This design comes from an exercise in tuning for a short achievable clock period and few clock cycles on the open sky130 flow, not from production work. Function was checked by simulation only, so behaviour that the tests miss may differ from the original. No activity file was given, so power comes from the tool's default toggle rates.

[design/flow/constraint.sdc]
create_clock -name core_clock -period 11.0 [get_ports {clk}]
set_input_delay 2.2000 -clock core_clock [delete_from_list [all_inputs] [get_ports {clk}]]
set_output_delay 2.2000 -clock core_clock [all_outputs]
set_load 0.01 [all_outputs]
[design/flow/config.mk]
export PLATFORM = sky130hd
export DESIGN_NAME = cpuTop
export DESIGN_NICKNAME = cpuTop
export VERILOG_FILES = /design/flow/design.v
export SDC_FILE = /design/flow/constraint.sdc
export NUM_CORES = 4
export LEC_CHECK = 0
export CAP_MARGIN = 20
export CORE_MARGIN = 2
export CORE_UTILIZATION = 40
export SLEW_MARGIN = 20
[design/flow/flow/run.sh]
#!/bin/bash
set -euo pipefail
bash standard.sh SETUP_SLACK_MARGIN=8 finish > make_finish.log 2>&1
[design/flow/design.v]
package isaPkg;
	typedef logic [17:0] instrT;
	typedef logic [15:0] dataT;
	typedef logic [3:0] regSelT;
	typedef logic [3:0] opcodeT;
	typedef struct packed {
		logic low;
		logic negative;
		logic zero;
	} flagsT;
	localparam int NUM_REGS = 16;
	localparam regSelT LINK_REG = 4'd12;
	localparam regSelT SP_REG = 4'd13;
	localparam logic [1:0] TYPE_N = 2'b00;
	localparam opcodeT N_REG_ALU = 4'd0;
	localparam opcodeT N_MEM_REG = 4'd1;
	localparam opcodeT MOVMR = 4'd0;
	localparam opcodeT MOVRM = 4'd1;
	localparam opcodeT ALU_INC = 4'd0;
	localparam opcodeT ALU_DEC = 4'd1;
	localparam opcodeT ADD = 4'd2;
	localparam opcodeT SUB = 4'd3;
	localparam opcodeT AND = 4'd4;
	localparam opcodeT OR = 4'd5;
	localparam opcodeT XOR = 4'd6;
	localparam opcodeT NOT = 4'd7;
	localparam opcodeT LSH = 4'd8;
	localparam opcodeT RSH = 4'd9;
	localparam opcodeT ARSH = 4'd10;
	localparam opcodeT CMP = 4'd11;
	localparam opcodeT MOVR = 4'd12;
	localparam opcodeT MUL = 4'd13;
	localparam opcodeT FMUL = 4'd14;
	localparam opcodeT CALL = 4'd4;
	localparam opcodeT MOVMRI = 4'd5;
	localparam opcodeT MOVRMI = 4'd6;
	localparam opcodeT RET = 4'd7;
	localparam opcodeT JL = 4'd8;
	localparam opcodeT JLE = 4'd9;
	localparam opcodeT JNE = 4'd10;
	localparam opcodeT JE = 4'd11;
	localparam opcodeT POP = 4'd12;
	localparam opcodeT PUSH = 4'd13;
	localparam opcodeT PUSHI = 4'd14;
	localparam opcodeT INCDEC = 4'd15;
	localparam logic [1:0] INCR = 2'd0;
	localparam logic [1:0] DECR = 2'd1;
endpackage
package corePkg;
	typedef enum logic [1:0] {
		ST_FETCH,
		ST_EXEC,
		ST_MEM,
		ST_WB
	} seqStateT;
	typedef enum logic {
		OPB_REG,
		OPB_IMM
	} operandSelT;
	typedef enum logic [1:0] {
		WB_ALU,
		WB_MEM,
		WB_PCLINK
	} wbDataSelT;
	typedef enum logic [1:0] {
		PC_INC,
		PC_JUMP,
		PC_LINK
	} pcSelT;
	typedef enum logic [1:0] {
		ADR_PC,
		ADR_IMM,
		ADR_SRCREG,
		ADR_SP
	} addrSelT;
endpackage
module cpuTop (
	input  logic        clk,
	input  logic        rst,
	input  logic [17:0] wbDatIn,
	input  logic        wbAck,
	output logic [15:0] wbAdr,
	output logic [15:0] wbDatOut,
	output logic        wbWe,
	output logic        wbCyc,
	output logic        wbStb
);
	localparam int CW = 5;             
	localparam int CN = 1 << CW;
	localparam int TW = 16 - CW;
	localparam logic [3:0] OP_ADD = 4'd2;
	localparam logic [3:0] OP_SUB = 4'd3;
	localparam logic [3:0] OP_AND = 4'd4;
	localparam logic [3:0] OP_OR = 4'd5;
	localparam logic [3:0] OP_XOR = 4'd6;
	localparam logic [3:0] OP_NOT = 4'd7;
	localparam logic [3:0] OP_LSH = 4'd8;
	localparam logic [3:0] OP_RSH = 4'd9;
	localparam logic [3:0] OP_ARSH = 4'd10;
	localparam logic [3:0] OP_PASSB = 4'd12;
	logic [15:0] regs [16];
	logic        fLow;
	logic [15:0] flagRes;              
	logic [15:0] fpc;                  
	logic        fMatch;               
	logic        fbV;                  
	logic [15:0] fbAdr;
	logic [17:0] fbDat;
	logic [CN-1:0] cV;
	logic [TW-1:0] cTag [CN];
	logic [17:0]   cDat [CN];
	logic        dV;
	logic [17:0] dIr;
	logic [15:0] dPc, dPred;
	logic        eV;
	logic [3:0]  eOp;
	logic        eSub, eWr, eFlagWr, eLowSub;
	logic [3:0]  eWIdx;
	logic [15:0] eA, eB, eS;
	logic        eFwdA, eFwdB, eFwdS;
	logic        eLd, eSt;
	logic [1:0]  eAdrSel;
	logic        eJcc, eCall, eRet;
	logic [1:0]  eCond;
	logic [15:0] eTarget, ePcInc, ePred;
	logic        eEqT, eEqI;
	logic [15:0] lastRes;
	logic        ldPend;               
	logic [3:0]  ldDst;
	logic        qV, qWe;              
	logic [15:0] qAdr, qDat;
	logic        bFetch, bLoad;        
	assign wbStb = wbCyc;
	logic ack, busFree;
	assign ack = wbCyc & wbAck;
	assign busFree = !wbCyc | wbAck;
	logic [15:0] A, B, S, bOp, res, memAdr, npc;
	logic [16:0] sum;
	logic        fNeg, fZero, taken, misp, eMem, eStall, eGo;
	assign A = eFwdA ? lastRes : eA;
	assign B = eFwdB ? lastRes : eB;
	assign S = eFwdS ? lastRes : eS;
	assign bOp = eSub ? ~B : B;
	assign sum = {1'b0, A} + {1'b0, bOp} + {16'd0, eSub};
	always_comb begin
		case (eOp)
			OP_ADD, OP_SUB: res = sum[15:0];
			OP_AND: res = A & B;
			OP_OR: res = A | B;
			OP_XOR: res = A ^ B;
			OP_NOT: res = ~B;
			OP_LSH: res = A << B[3:0];
			OP_RSH: res = A >> B[3:0];
			OP_ARSH: res = 16'($signed(A) >>> B[3:0]);
			default: res = B;
		endcase
	end
	assign fNeg = flagRes[15];
	assign fZero = flagRes == 16'd0;
	always_comb begin
		case (eCond)
			2'd0: taken = fLow | fNeg;
			2'd1: taken = fLow | fNeg | fZero;
			2'd2: taken = !fZero;
			default: taken = fZero;
		endcase
	end
	assign npc = eRet ? A : (eCall || (eJcc && taken)) ? eTarget : ePcInc;
	assign misp = eV && (eJcc ? (taken ? !eEqT : !eEqI) : eRet ? (A != ePred) : eCall ? !eEqT : 1'b0);
	assign memAdr = (eAdrSel == 2'd1) ? A : (eAdrSel == 2'd2) ? sum[15:0] : B;
	assign eMem = eLd || eSt;
	assign eStall = eV && eMem && qV;
	assign eGo = eV && !eStall;
	logic        isN, immForm, isAlu, aluWr, flagWr;
	logic [3:0]  nsub, sop, op, rd, rs, rp, idxA, idxS;
	logic        isCall, isRet, isJcc, isPush, isPop, isIncDec;
	logic        isLd, isSt, isMovmr, isMovrm, isMovmri, isMovrmi;
	logic [15:0] absAdr, dPcInc, rdA, rdB, rdS, valB;
	logic        useRegB, dWr;
	logic [3:0]  dWIdx, dOp;
	logic        haz, dGo;
	assign isN = dIr[17:16] == 2'b00;
	assign nsub = dIr[15:12];
	assign sop = dIr[17:14];
	assign rd = dIr[11:8];
	assign rs = dIr[3:0];
	assign rp = dIr[13:10];
	assign immForm = isN && nsub[3:1] != 3'b000;
	assign op = immForm ? nsub : dIr[7:4];
	assign isAlu = isN && nsub != 4'd1;
	assign aluWr = isAlu && ((op >= 4'd2 && op <= 4'd10) || op == 4'd12);
	assign flagWr = isAlu && (op >= 4'd2 && op <= 4'd11);
	assign isMovmr = isN && nsub == 4'd1 && dIr[7:4] == 4'd0;
	assign isMovrm = isN && nsub == 4'd1 && dIr[7:4] == 4'd1;
	assign isCall = sop == 4'd4;
	assign isMovmri = sop == 4'd5;
	assign isMovrmi = sop == 4'd6;
	assign isRet = sop == 4'd7;
	assign isJcc = sop[3:2] == 2'b10;
	assign isPop = sop == 4'd12 && rp != 4'd12 && rp != 4'd13;
	assign isPush = sop == 4'd13;
	assign isIncDec = sop == 4'd15 && !dIr[13];
	assign isLd = isMovmr || isMovmri || isPop;
	assign isSt = isMovrm || isMovrmi || isPush;
	assign absAdr = {2'b00, dIr[13:0]};
	assign dPcInc = dPc + 16'd1;
	assign idxA = (isPush || isPop) ? 4'd13 : isRet ? 4'd12 : rd;
	assign idxS = isPush ? rp : rd;
	assign rdA = regs[idxA];
	assign rdB = regs[rs];
	assign rdS = regs[idxS];
	assign useRegB = isN && (nsub == 4'd0 || nsub == 4'd1);
	always_comb begin
		if (useRegB)
			valB = rdB;
		else if (immForm)
			valB = {8'h00, dIr[7:0]};
		else if (isMovmri || isMovrmi)
			valB = absAdr;
		else if (isCall)
			valB = dPcInc;
		else
			valB = 16'd1;
	end
	always_comb begin
		if (isIncDec)
			dOp = dIr[12] ? OP_SUB : OP_ADD;
		else if (isPush)
			dOp = OP_ADD;
		else if (isPop)
			dOp = OP_SUB;
		else if (isCall)
			dOp = OP_PASSB;
		else if (op == 4'd11)
			dOp = OP_SUB;
		else
			dOp = op;
	end
	assign dWr = aluWr || isIncDec || isCall || isPush || isPop;
	assign dWIdx = isCall ? 4'd12 : (isPush || isPop) ? 4'd13 : rd;
	assign haz = ldPend && (isLd || rd == ldDst || rs == ldDst || rp == ldDst ||
		(!isN && ldDst[3:2] == 2'b11));
	assign dGo = dV && !haz && (!eV || eGo) && !misp;
	logic [CW-1:0] fIdx;
	logic          hitC, hitB, hit, fromBus, fDeliver, dFree;
	logic [17:0]   cIns, fIns;
	logic [15:0]   pred, fpcInc;
	logic          fetchReq, fIssue, eIssue;
	logic [15:0]   fetchAdr;
	assign fIdx = fpc[CW-1:0];
	assign hitC = cV[fIdx] && cTag[fIdx] == fpc[15:CW];
	assign hitB = fbV && fbAdr == fpc;
	assign hit = hitC || hitB;
	assign cIns = hitB ? fbDat : cDat[fIdx];
	assign fromBus = fMatch & wbAck;
	assign fIns = fromBus ? wbDatIn : cIns;
	assign dFree = !dV || dGo;
	assign fDeliver = dFree && !misp && (hit || fromBus);
	assign fpcInc = fpc + 16'd1;
	always_comb begin
		if (fIns[17:14] == 4'd4 || fIns[17:16] == 2'b10)
			pred = {2'b00, fIns[13:0]};
		else if (fIns[17:14] == 4'd7)
			pred = regs[12];
		else
			pred = fpcInc;
	end
	always_comb begin
		fetchReq = 1'b0;
		fetchAdr = fpc;
		if (misp) begin
			fetchReq = 1'b1;
			fetchAdr = npc;
		end else if (fDeliver && fromBus) begin
			fetchReq = 1'b1;
			fetchAdr = pred;
		end else if (!fDeliver && !hit && !fMatch) begin
			fetchReq = 1'b1;
		end
	end
	assign eIssue = eGo && eMem;
	assign fIssue = busFree && !qV && !eIssue && fetchReq;
	always_ff @(posedge clk) begin
		if (rst) begin
			wbCyc <= 1'b0;
			wbWe <= 1'b0;
			bFetch <= 1'b0;
			bLoad <= 1'b0;
			qV <= 1'b0;
			fMatch <= 1'b0;
			fbV <= 1'b0;
			fpc <= '0;
			dV <= 1'b0;
			eV <= 1'b0;
			ldPend <= 1'b0;
			fLow <= 1'b0;
			flagRes <= 16'd1;
			for (int i = 0; i < 16; i++)
				regs[i] <= '0;
			cV <= '0;
		end else begin
			if (ack) begin
				wbCyc <= 1'b0;
				wbWe <= 1'b0;
				bFetch <= 1'b0;
				bLoad <= 1'b0;
			end
			if (qV) begin
				if (busFree) begin
					wbCyc <= 1'b1;
					wbWe <= qWe;
					bFetch <= 1'b0;
					bLoad <= !qWe;
					qV <= 1'b0;
				end
			end else if (eIssue) begin
				if (busFree) begin
					wbCyc <= 1'b1;
					wbWe <= eSt;
					bFetch <= 1'b0;
					bLoad <= eLd;
				end else begin
					qV <= 1'b1;
				end
			end else if (fIssue) begin
				wbCyc <= 1'b1;
				wbWe <= 1'b0;
				bFetch <= 1'b1;
				bLoad <= 1'b0;
			end
			if (fIssue)
				fMatch <= 1'b1;
			else if (ack || fDeliver || misp)
				fMatch <= 1'b0;
			fbV <= ack && bFetch;
			if (fbV)
				cV[fbAdr[CW-1:0]] <= 1'b1;
			if (ack && wbWe && ((fbV && fbAdr == wbAdr) || cTag[wbAdr[CW-1:0]] == wbAdr[15:CW]))
				cV[wbAdr[CW-1:0]] <= 1'b0;
			if (misp) begin
				fpc <= npc;
				dV <= 1'b0;
			end else if (fDeliver) begin
				fpc <= pred;
				dV <= 1'b1;
			end else if (dGo) begin
				dV <= 1'b0;
			end
			if (dGo)
				eV <= 1'b1;
			else if (eGo)
				eV <= 1'b0;
			if (dGo && isLd)
				ldPend <= 1'b1;
			else if (ack && bLoad)
				ldPend <= 1'b0;
			if (ack && bLoad)
				regs[ldDst] <= wbDatIn[15:0];
			if (eGo) begin
				if (eWr)
					regs[eWIdx] <= res;
				if (eFlagWr) begin
					fLow <= eLowSub && !sum[16];
					flagRes <= res;
				end
			end
		end
	end
	always_ff @(posedge clk) begin
		if (qV) begin
			if (busFree) begin
				wbAdr <= qAdr;
				wbDatOut <= qDat;
			end
		end else if (eIssue) begin
			if (busFree) begin
				wbAdr <= memAdr;
				wbDatOut <= S;
			end else begin
				qAdr <= memAdr;
				qDat <= S;
				qWe <= eSt;
			end
		end else if (fIssue) begin
			wbAdr <= fetchAdr;
		end
		if (ack && bFetch) begin
			fbAdr <= wbAdr;
			fbDat <= wbDatIn;
		end
		if (fbV) begin
			cTag[fbAdr[CW-1:0]] <= fbAdr[15:CW];
			cDat[fbAdr[CW-1:0]] <= fbDat;
		end
		if (!misp && fDeliver) begin
			dIr <= fIns;
			dPc <= fpc;
			dPred <= pred;
		end
		if (dGo) begin
			eOp <= dOp;
			eSub <= dOp == OP_SUB;
			eWr <= dWr;
			eWIdx <= dWIdx;
			eFlagWr <= flagWr;
			eLowSub <= flagWr && (op == 4'd3 || op == 4'd11);
			eA <= rdA;
			eB <= valB;
			eS <= rdS;
			eFwdA <= eV && eWr && eWIdx == idxA;
			eFwdB <= useRegB && eV && eWr && eWIdx == rs;
			eFwdS <= eV && eWr && eWIdx == idxS;
			eLd <= isLd;
			eSt <= isSt;
			eAdrSel <= isPush ? 2'd1 : isPop ? 2'd2 : 2'd0;
			eJcc <= isJcc;
			eCall <= isCall;
			eRet <= isRet;
			eCond <= sop[1:0];
			eTarget <= absAdr;
			ePcInc <= dPcInc;
			ePred <= dPred;
			eEqT <= dPred == absAdr;
			eEqI <= dPred == dPcInc;
			if (isLd)
				ldDst <= isPop ? rp : rd;
		end
		if (eGo && eWr)
			lastRes <= res;
	end
endmodule
[design/flow/standard.sh]
#!/bin/bash
# synth_recipe.tcl (not shown) runs the flow's synth.tcl, then flattens the netlist and writes it again
# the make line also repeats each setting of config.mk as NAME=value (left out here)
make -C /OpenROAD-flow-scripts/flow DESIGN_CONFIG=/design/flow/config.mk WORK_HOME=/design/flow/orfs CLKGATE_MAP_FILE= SYNTH_SCRIPT=/design/flow/synth_recipe.tcl "${@:-finish}"
==> notes.md <==
Slew Limit Fails 0; GR peak layer met2; CTS Buffer Depth 3; post-synth top area share 57.6%; Slew headroom 18.7%; Peak VDD IR 175 uV; CP max-delay cell or4_4; share of layout cells above drive strength 1 43.3%; WP data arrival 4.82 ns; Sink Count 1,562; GR Util All Layers 29.5%; P_sw 4.75 mW; H-tree Lvls 4; GP Congestion 0.936; Synth area leader edfxtp_1; Netlist cell types 85; via count 56,600; wire per inst 36.0 um; Levels on crit path 15; Post-Synth XOR/XNOR Area 2.11%; hold_buf cts 0; starting density of the core 40.3%; Mapped Area 76,800 um2; most numerous cell in the Yosys netlist edfxtp_1; capturing element type of the critical path flip-flop; Final Hold Fails 0; FFs w/ async S/R, synth 0%; final critical-path share of the clock period 36.9%; CTS clk-pin slew, worst paths 0.06 ns; LEAKAGE 33.0 nW; M3 GR Usage 7.73%; total grt overflow 0; Adder-Cell Fraction of Synth Area 0.955%; largest net degree at the start of global routing 71; GRT met1 Usage 38.0%; WHS Path Cells 1; Die Height 442 um; Synth Area per Inst 14.7 um2; dpl cell area 81,600 um2; CTS tree built; yosys warns 1; worst skew pair latency 0.88 ns; crit path cell chain buf_16, buf_16, mux4_2, mux2_2, nand3_1, nand4_1, xor2_1, or4_4, o41ai_4, buf_6, buf_4, o21a_4, a21oi_4, buf_12, mux2_4; vias in the first global route 52,600; sequential share of power 41.8%; crit path kind reg2reg; Post-Syn Instances 5,205; Starting DRT DRC Count 9,165; Switching Share 29.1%; fin crit period 4.06 ns; total CTS buffers 166; Final nets 5,872; Yosys reg bits 1,562; critical path's top delay family buffers and inverters; Worst path most repeated cell buf_16; Post-synth EDFFs 1,473; ys flop type edfxtp_1; # setup viols final 0; Via density 6.71; Power Density 163 nW/um2; first-pass GRT wire length 410 mm; path depth of the worst reg2reg path 15; Die ar. 195,000 um2; Max FO, Critical Path 51; largest cells by area after synthesis edfxtp_1 (58%), mux4_2 (17%), dfxtp_1 (2.3%); Tightest Pin Transition 1.21 ns; ANT nets after route 0; Tot Pwr 16.3 mW; multiplexer share of the synthesized area 19.8%; Core Util, Final 52.6%; Post-synth top cells edfxtp_1 (1,473), mux4_2 (572), o21ai_0 (343), nand3_1 (334), nand2_1 (324); unrepaired setup endpoints after global routing true; Hold Path Class reg2reg; CP required 11.76 ns; residual DRC count 0; dpl cells 7,486; Worst setup SP type flip-flop; Gate power share 23.4%; post-synthesis simple-gate area fraction 7.27%; Die W 442 um; CP peak stage delay 0.58 ns; Syn Nets 5,284; DP Wirelength 159 mm; clock skew 0.0734 ns; post-route setup slack 6.94 ns; Rows 160; outcome complete, no violations; fin cells 8,444; final hold slack 0.492 ns; largest family of logic cells by synthesized area multiplexers; max-cap violations 0; initial antenna violation count 13; post-synthesis sequential area ratio 60.0%; DRT Pass-1 Iters 10; Core ar. 190,000 um2; Ports 56; area grow syn2layout 30.4%; PortBufs 55; setup TNS 0 ns; met2 Resource Use GR 45.4%; Synth Area in Compound Gates 7.08%; Bufs and invs on worst path 5; drt total wl 304 mm; pre-CTS setup slack 5.42 ns; CTS Root Cell clkbuf_16; FMAX 246 MHz; Clk pwr share 34.8%; cell area after layout 100,000 um2; Power Internal 11.6 mW
## worst reg2reg max path: stages (launching register included)
cell	delay (ns)
dfxtp_4	0.44
buf_16	0.20
buf_16	0.34
mux4_2	0.43
mux2_2	0.28
nand3_1	0.08
nand4_1	0.10
xor2_1	0.19
or4_4	0.58
o41ai_4	0.32
buf_6	0.19
buf_4	0.12
o21a_4	0.15
a21oi_4	0.07
buf_12	0.17
mux2_4	0.30
## cells by family (layout without fill, tap and decap cells)
family / count (synthesis) / in the layout
adders and majority gates: 58 / 58
and+or+nand+nor: 1200 / 1225
buffers and inverters: 525 / 1213
xor gates and xnor gates: 185 / 185
DFF: 1562 / 1562
AOI/OAI and AO/OA: 876 / 887
muxes: 799 / 799
other: 0 / 4
## power by group through the flow
stage / combinational [mW] / sequential (mW) / clock [mW]
6_report: 3.82 / 6.82 / 5.69
3_3_place_gp: 2.39 / 7.05 / 0
3_5_place_dp: 2.41 / 7.05 / 0
4_1_cts: 3.30 / 6.82 / 5.70
5_1_grt: 3.89 / 6.82 / 5.95
2_1_floorplan: 1.82 / 6.84 / 0
## sequential cells by signal (all words and copies together), names as in the netlist, 14 cells and up, named ones only
signal    count
cTag        352
wbDatOut     16
eB           16
lastRes      16
regs        256
wbAdr        16
eTarget      14
fbAdr        16
dPc          16
flagRes      16
dIr          18
qDat         16
ePred        16
cV           32
fpc          16
eA           16
eS           16
qAdr         16
fbDat        18
dPred        16
cDat        576
ePcInc       16
## path summary, 6_finish.rpt
| kind | start | to | slack [ns] |
|---|---|---|---|
| min reg2reg | flagRes[0] | flagRes[0] | 0.49 |
| max reg2reg | flip-flop | flip-flop | 6.94 |
| min | flagRes[0] | flagRes[0] | 0.49 |
| max | flip-flop | flip-flop | 6.94 |
## final cells by class
cell class,instances,area (um2)
Antenna cell,4,10.0
Clock buffer,203,4390
Inverter,100,418
Tap cell,2511,3140
Timing Repair Buffer,801,10600
Timing Repair inverter,8,126
Multi-Input combinational cell,3154,34300
Clock inverter,101,1060
Fill cell,15000,90300
Sequential cell,1562,46100
## timing repair
action / CTS / global route
cloned: 108 / 37
pin swaps: 145 / 219
endpoints found under the setup margin: 1258 / 1014
buffers inserted: 349 / 144
gates resized for setup: 820 / 539
## routing by layer
metal  part of all wire (%)  wire (um)
met5                  0.031         95
met4                    7.3      22300
met3                     13      38900
met2                     45     137000
met1                     35     105000
## placed cells by master, fill, tap and decap left out, drive strengths merged, types with 29 or more instances in the layout
cell and count:
dfxtp 89, clkinv 87, a211oi 106, buf 741, ha 57, a31oi 61
nand4 35, o211ai 29, mux4 572, xor2 60, o21ai 353, xnor2 125
and2 47, inv 99, edfxtp 1473, nor2 286, clkbuf 230, mux2 59
nand2 341, mux2i 168, a21oi 140, nor3 40, nand3 335, o22ai 32
Testbench counts, summed over its fixed seeds: cycles 43,738.

## re-timing with driven ports
How much do the figures lean on ideal ports? The routed layout below was timed once more, with nothing changed but the port constraints. Step 1: set_driving_cell puts a clkbuf_16 on clk and a buf_2 on each other input, an assumption about the parent block. Step 2, shift: input delay + t, output delay - t, t = (earliest + latest rising clock arrival at the registers) / 2. This alone moves slack from input paths to output paths. Slacks: ideal / step 1 / step 2; pairs: ideal / step 1.
t (ns): 0.928
setup WS [ns]: 6.941 / 6.941 / 6.209
worst hold slack (ns): 0.492 / 0.492 / 0.492
worst register clock-pin slew, ns: 0.07 / 0.07
pins driven straight from the clock port: 1
After both steps setup and hold are still met in this run. For this run, drivers alone change the setup slack by 0.000 ns; drivers and shift together by -0.732 ns.
